Source: an optimization exercise on an open RTL-to-GDS flow (aim: small area and a short achievable clock period). Production flows keep margins and buffers that such runs may drop.
Only simulation tests tie the RTL to the original design; equivalence was not proved.

==> build 24 <==
## mips_exec_core
module mips_exec_core
(
    input  logic      clock,
    input  logic      reset,
    input  logic      instr_valid,   
    input  mips_pkg::word_t     instr,
    input  mips_pkg::reg_addr_t dbg_addr,      
    output mips_pkg::word_t     result,
    output logic      zero,
    output logic      illegal,
    output mips_pkg::word_t     dbg_data
);
clock: 125.0 ns
lec_check: 0
abc_clock_period_in_ps: 40000
cap_margin: 20
cell_pad_in_sites_global_placement: 2
core_margin: 2
core_utilization: 50
cts_buf_list: sky130_fd_sc_hd__clkbuf_8
place_density: 0.6
setup_slack_margin: 4
slew_margin: 20
synth_hierarchical: 1
standard.sh (not shown) runs the stock make flow with config.mk's settings and CLKGATE_MAP_FILE= SYNTH_SCRIPT=/design/flow/synth_recipe.tcl, a recipe that flattens the netlist after the stock synthesis.
==> flow/flow/run.sh <==
#!/bin/bash
# The standard layout (the standard.sh, all steps), except that the
# buffers ORFS puts on the input and output ports are buf_4 cells instead
# of its default delay buffer.  make's output goes to make.log here; each
# ORFS step keeps its own log under orfs/logs/.
set -euo pipefail
export BUFFER_PORTS_ARGS="-buffer_cell sky130_fd_sc_hd__buf_4"
bash standard.sh > make.log 2>&1
==> build 5: changes against build 24 <==
--- a/flow/design.v
+++ b/flow/design.v
@@ -118,16 +118,15 @@
 endmodule
 module rf_read2
 (
     input  logic [31:1]  sel,
     input  logic         sel_sp0,
     input  logic [991:0] words,      
     output logic [31:0]  rd,
-    output logic [31:0]  rd_x,
-    output logic [31:0]  rd_a        
+    output logic [31:0]  rd_x
 );
     for (genvar j = 0; j < 32; j++) begin : g_bit
         logic [11:0] t;              
         logic [2:0]  m;              
         for (genvar g = 0; g < 10; g++) begin : g_grp
             c_a222oi u_t (
                 .a1(sel[3*g+1]), .a2(words[32*(3*g)   + j]),
@@ -143,15 +142,14 @@
             c_and4 u_m2 (.a(t[8]), .b(t[9]), .c(t[10]), .d(t[11]), .y(m[2]));
         end else begin : g_noinit
             assign t[11] = 1'b1;
             c_and3 u_m2 (.a(t[8]), .b(t[9]), .c(t[10]), .y(m[2]));
         end
         c_nand3 u_o (.a(m[0]), .b(m[1]), .c(m[2]), .y(rd[j]));
         c_nand3 u_x (.a(m[0]), .b(m[1]), .c(m[2]), .y(rd_x[j]));
-        c_nand3 u_a (.a(m[0]), .b(m[1]), .c(m[2]), .y(rd_a[j]));
     end
 endmodule
 module rf_dec
 (
     input  logic [4:0]  ra,
     input  logic [31:1] vld,
     output logic [31:1] sel,         
@@ -159,25 +157,23 @@
 );
     logic [4:0] ran;
     logic [3:0] h;                   
     logic [7:0] l;                   
     for (genvar b = 0; b < 5; b++) begin : g_inv
         c_inv u_i (.a(ra[b]), .y(ran[b]));
     end
-    logic [3:0] h2;                  
     for (genvar k = 0; k < 4; k++) begin : g_h
         c_nor2 u_h (.a(k[1] ? ran[4] : ra[4]), .b(k[0] ? ran[3] : ra[3]), .y(h[k]));
-        c_nor2 u_h2 (.a(k[1] ? ran[4] : ra[4]), .b(k[0] ? ran[3] : ra[3]), .y(h2[k]));
     end
     for (genvar k = 0; k < 8; k++) begin : g_l
         c_nor3 u_l (.a(k[2] ? ran[2] : ra[2]), .b(k[1] ? ran[1] : ra[1]),
                     .c(k[0] ? ran[0] : ra[0]), .y(l[k]));
     end
     for (genvar i = 1; i < 32; i++) begin : g_sel
-        c_and3 u_s (.a((i & 4) != 0 ? h2[i >> 3] : h[i >> 3]), .b(l[i & 7]), .c(vld[i]), .y(sel[i]));
+        c_and3 u_s (.a(h[i >> 3]), .b(l[i & 7]), .c(vld[i]), .y(sel[i]));
     end
     logic vld_sp_n;
     c_inv  u_v (.a(vld[29]), .y(vld_sp_n));
     c_and3 u_sp (.a(h[29 >> 3]), .b(l[29 & 7]), .c(vld_sp_n), .y(sel_sp0));
 endmodule
 module regfile
 (
@@ -189,17 +185,15 @@
     input  logic [4:0]  ra0,     
     input  logic [4:0]  ra1,     
     input  logic [4:0]  ra2,     
     output logic [31:0] rd0,
     output logic [31:0] rd1,
     output logic [31:0] rd2,
     output logic [31:0] rd0_x,   
-    output logic [31:0] rd1_x,
-    output logic [31:0] rd0_a,   
-    output logic [31:0] rd1_a
+    output logic [31:0] rd1_x
 );
     logic [991:0] rf;            
     logic [31:1]  vld;           
     always_ff @(posedge clock or posedge reset) begin
         if (reset) begin
             vld <= '0;
         end else begin
@@ -214,16 +208,16 @@
         end
     end
     logic [31:1] sel0, sel1, sel2;
     logic        sp0_0, sp0_1, sp0_2;
     rf_dec u_dec0 (.ra(ra0), .vld(vld), .sel(sel0), .sel_sp0(sp0_0));
     rf_dec u_dec1 (.ra(ra1), .vld(vld), .sel(sel1), .sel_sp0(sp0_1));
     rf_dec u_dec2 (.ra(ra2), .vld(vld), .sel(sel2), .sel_sp0(sp0_2));
-    rf_read2 u_rd0 (.sel(sel0), .sel_sp0(sp0_0), .words(rf), .rd(rd0), .rd_x(rd0_x), .rd_a(rd0_a));
-    rf_read2 u_rd1 (.sel(sel1), .sel_sp0(sp0_1), .words(rf), .rd(rd1), .rd_x(rd1_x), .rd_a(rd1_a));
+    rf_read2 u_rd0 (.sel(sel0), .sel_sp0(sp0_0), .words(rf), .rd(rd0), .rd_x(rd0_x));
+    rf_read2 u_rd1 (.sel(sel1), .sel_sp0(sp0_1), .words(rf), .rd(rd1), .rd_x(rd1_x));
     rf_read  u_rd2 (.sel(sel2), .sel_sp0(sp0_2), .words(rf), .rd(rd2));
 endmodule
 `timescale 1ns/1ps
 module mul_benc (input logic b2, b1, b0, output logic onen, twon, neg);
     assign onen = ~(b1 ^ b0);
     assign twon = ~((b2 & ~b1 & ~b0) | (~b2 & b1 & b0));
     assign neg  = b2;
@@ -250,16 +244,14 @@
     input  logic        reset,
     input  logic        hilo_write,   
     input  logic [31:0] instr,
     input  logic [31:0] a,            
     input  logic [31:0] rt,           
     input  logic [31:0] a_x,          
     input  logic [31:0] rt_x,         
-    input  logic [31:0] a_a,          
-    input  logic [31:0] rt_a,
     output logic [31:0] y,
     output logic [31:0] y_wd,         
     output logic        zero
 );
     localparam int KDIV = 20;      
     logic [31:0]     hl_a, hl_b;
     logic [33:0]     hl_b3;           
@@ -318,17 +310,17 @@
     );
     logic        op_i, sub;
     logic [31:0] bsel, sum;
     logic        sum31x;                  
     logic        slt_e, slt_g, z_add;
     assign op_i = instr[29];                  
     assign sub  = !op_i && instr[1];          
-    assign bsel = op_i ? {{16{instr[15]}}, instr[15:0]} : (sub ? ~rt_a : rt_a);
-    alu_add      u_add  (.a(a_a), .b(bsel), .ci(sub), .s(sum), .s31x(sum31x));
-    alu_add_zero u_zadd (.a(a_a), .b(bsel), .ci(sub), .z(z_add));
+    assign bsel = op_i ? {{16{instr[15]}}, instr[15:0]} : (sub ? ~rt_x : rt_x);
+    alu_add      u_add  (.a(a_x), .b(bsel), .ci(sub), .s(sum), .s31x(sum31x));
+    alu_add_zero u_zadd (.a(a_x), .b(bsel), .ci(sub), .z(z_add));
     logic s_sum, s_and, s_or, s_slt, s_hd, s_hm, s_ld, s_lm;
     assign s_sum = op_i || (instr[5] && !instr[2] && !instr[3]);       
     assign s_and = !op_i && instr[5] && instr[2] && !instr[0];
     assign s_or  = !op_i && instr[5] && instr[2] && instr[0];
     assign s_slt = !op_i && instr[5] && !instr[2] && instr[3];
     assign s_hd  = !op_i && !instr[5] && !instr[3] && !instr[1] && hl_div;             
     assign s_hm  = !op_i && !instr[5] && !instr[3] && !instr[1] && !hl_div && hl_v;
@@ -5533,15 +5525,15 @@
     input  mips_pkg::reg_addr_t dbg_addr,      
     output mips_pkg::word_t     result,
     output logic      zero,
     output logic      illegal,
     output mips_pkg::word_t     dbg_data
 );
     logic        reg_write, hilo_write, dst_rt;
-    logic [31:0] rs_val, rt_val, rs_x, rt_x, rs_a, rt_a;
+    logic [31:0] rs_val, rt_val, rs_x, rt_x;
     logic [4:0]  wa;
     logic [31:0] wd;                                     
     assign wa = dst_rt ? instr[20:16] : instr[15:11];    
     instr_decode u_decode (
         .valid      (instr_valid),
         .opcode     (instr[31:26]),
         .funct      (instr[5:0]),
@@ -5559,27 +5551,23 @@
         .ra0   (instr[25:21]),
         .ra1   (instr[20:16]),
         .ra2   (dbg_addr),
         .rd0   (rs_val),
         .rd1   (rt_val),
         .rd2   (dbg_data),
         .rd0_x (rs_x),
-        .rd1_x (rt_x),
-        .rd0_a (rs_a),
-        .rd1_a (rt_a)
+        .rd1_x (rt_x)
     );
     mips_alu u_alu (
         .clock      (clock),
         .reset      (reset),
         .hilo_write (hilo_write),
         .instr      (instr),
         .a          (rs_val),
         .rt         (rt_val),
         .a_x        (rs_x),
         .rt_x       (rt_x),
-        .a_a        (rs_a),
-        .rt_a       (rt_a),
         .y          (result),
         .y_wd       (wd),
         .zero       (zero)
     );
 endmodule
==> comparison table <==
| metric | build 24 | build 5 |
|---|---|---|
| Status | no timing/DRC/antenna violations | no timing/DRC/antenna violations |
| Starting Density | 50.2% | 50.4% |
| Syn Std Cell Area | 119000 um2 | 119000 um2 |
| Grt met2 use | 64.0% | 63.4% |
| Min Tclk post-route | 56470 ps | 56490 ps |
| Global-route wire length before repair | 793000 um | 794000 um |
| Launch instance of the worst register-to-register path | u_regfile.vld[18] | u_regfile.vld[10] |
| Met3 Wirelength | 99500 um | 98600 um |
| Slew at the pin closest to its max-slew limit | 1230 ps | 1240 ps |
| Non-clock buffer share of cell area | 2.51% | 2.55% |
| Detailed placer's ending HPWL | 397000 um | 399000 um |
| Hold_ws | 476 ps | 465 ps |
| Layout Nets | 12900 | 12800 |
| Die width | 492 um | 491 um |
| Met3 Use GR | 24.7% | 24.6% |
| Cell at the slowest stage of the critical path | sky130_fd_sc_hd__and3_1 | sky130_fd_sc_hd__and3_2 |
| Largest driver fanout on the critical path | 23 | 22 |
| Detailed-router iteration count before antenna repair | 19 | 22 |
| GRT Util Overall | 45.9% | 46.1% |

## port drivers added, routing unchanged
How much do the figures lean on ideal ports? The routed layouts below were timed once more, with nothing changed but the port constraints. Step 1: set_driving_cell puts a clkbuf_16 on clock and a buf_2 on each other input, an assumption about the parent block. Step 2, shift: input delay + t, output delay - t, t = (earliest + latest rising clock arrival at the registers) / 2. This alone moves slack from input paths to output paths. a / b / c = ideal / step 1 / step 2; a / b = the first two.
run	t, ns	setup slack, ns	hold WS [ns]	worst slew at a driven data input, ns
build 24	1.081	68.534 / 68.500 / 68.500	0.476 / 0.476 / 0.476	0.07
build 5	1.062	68.511 / 68.483 / 68.457	0.465 / 0.465 / 0.465	0.07
After both steps setup and hold are still met in every run listed. For build 5, which loses most, drivers alone change the setup slack by -0.028 ns; drivers and shift together by -0.054 ns.
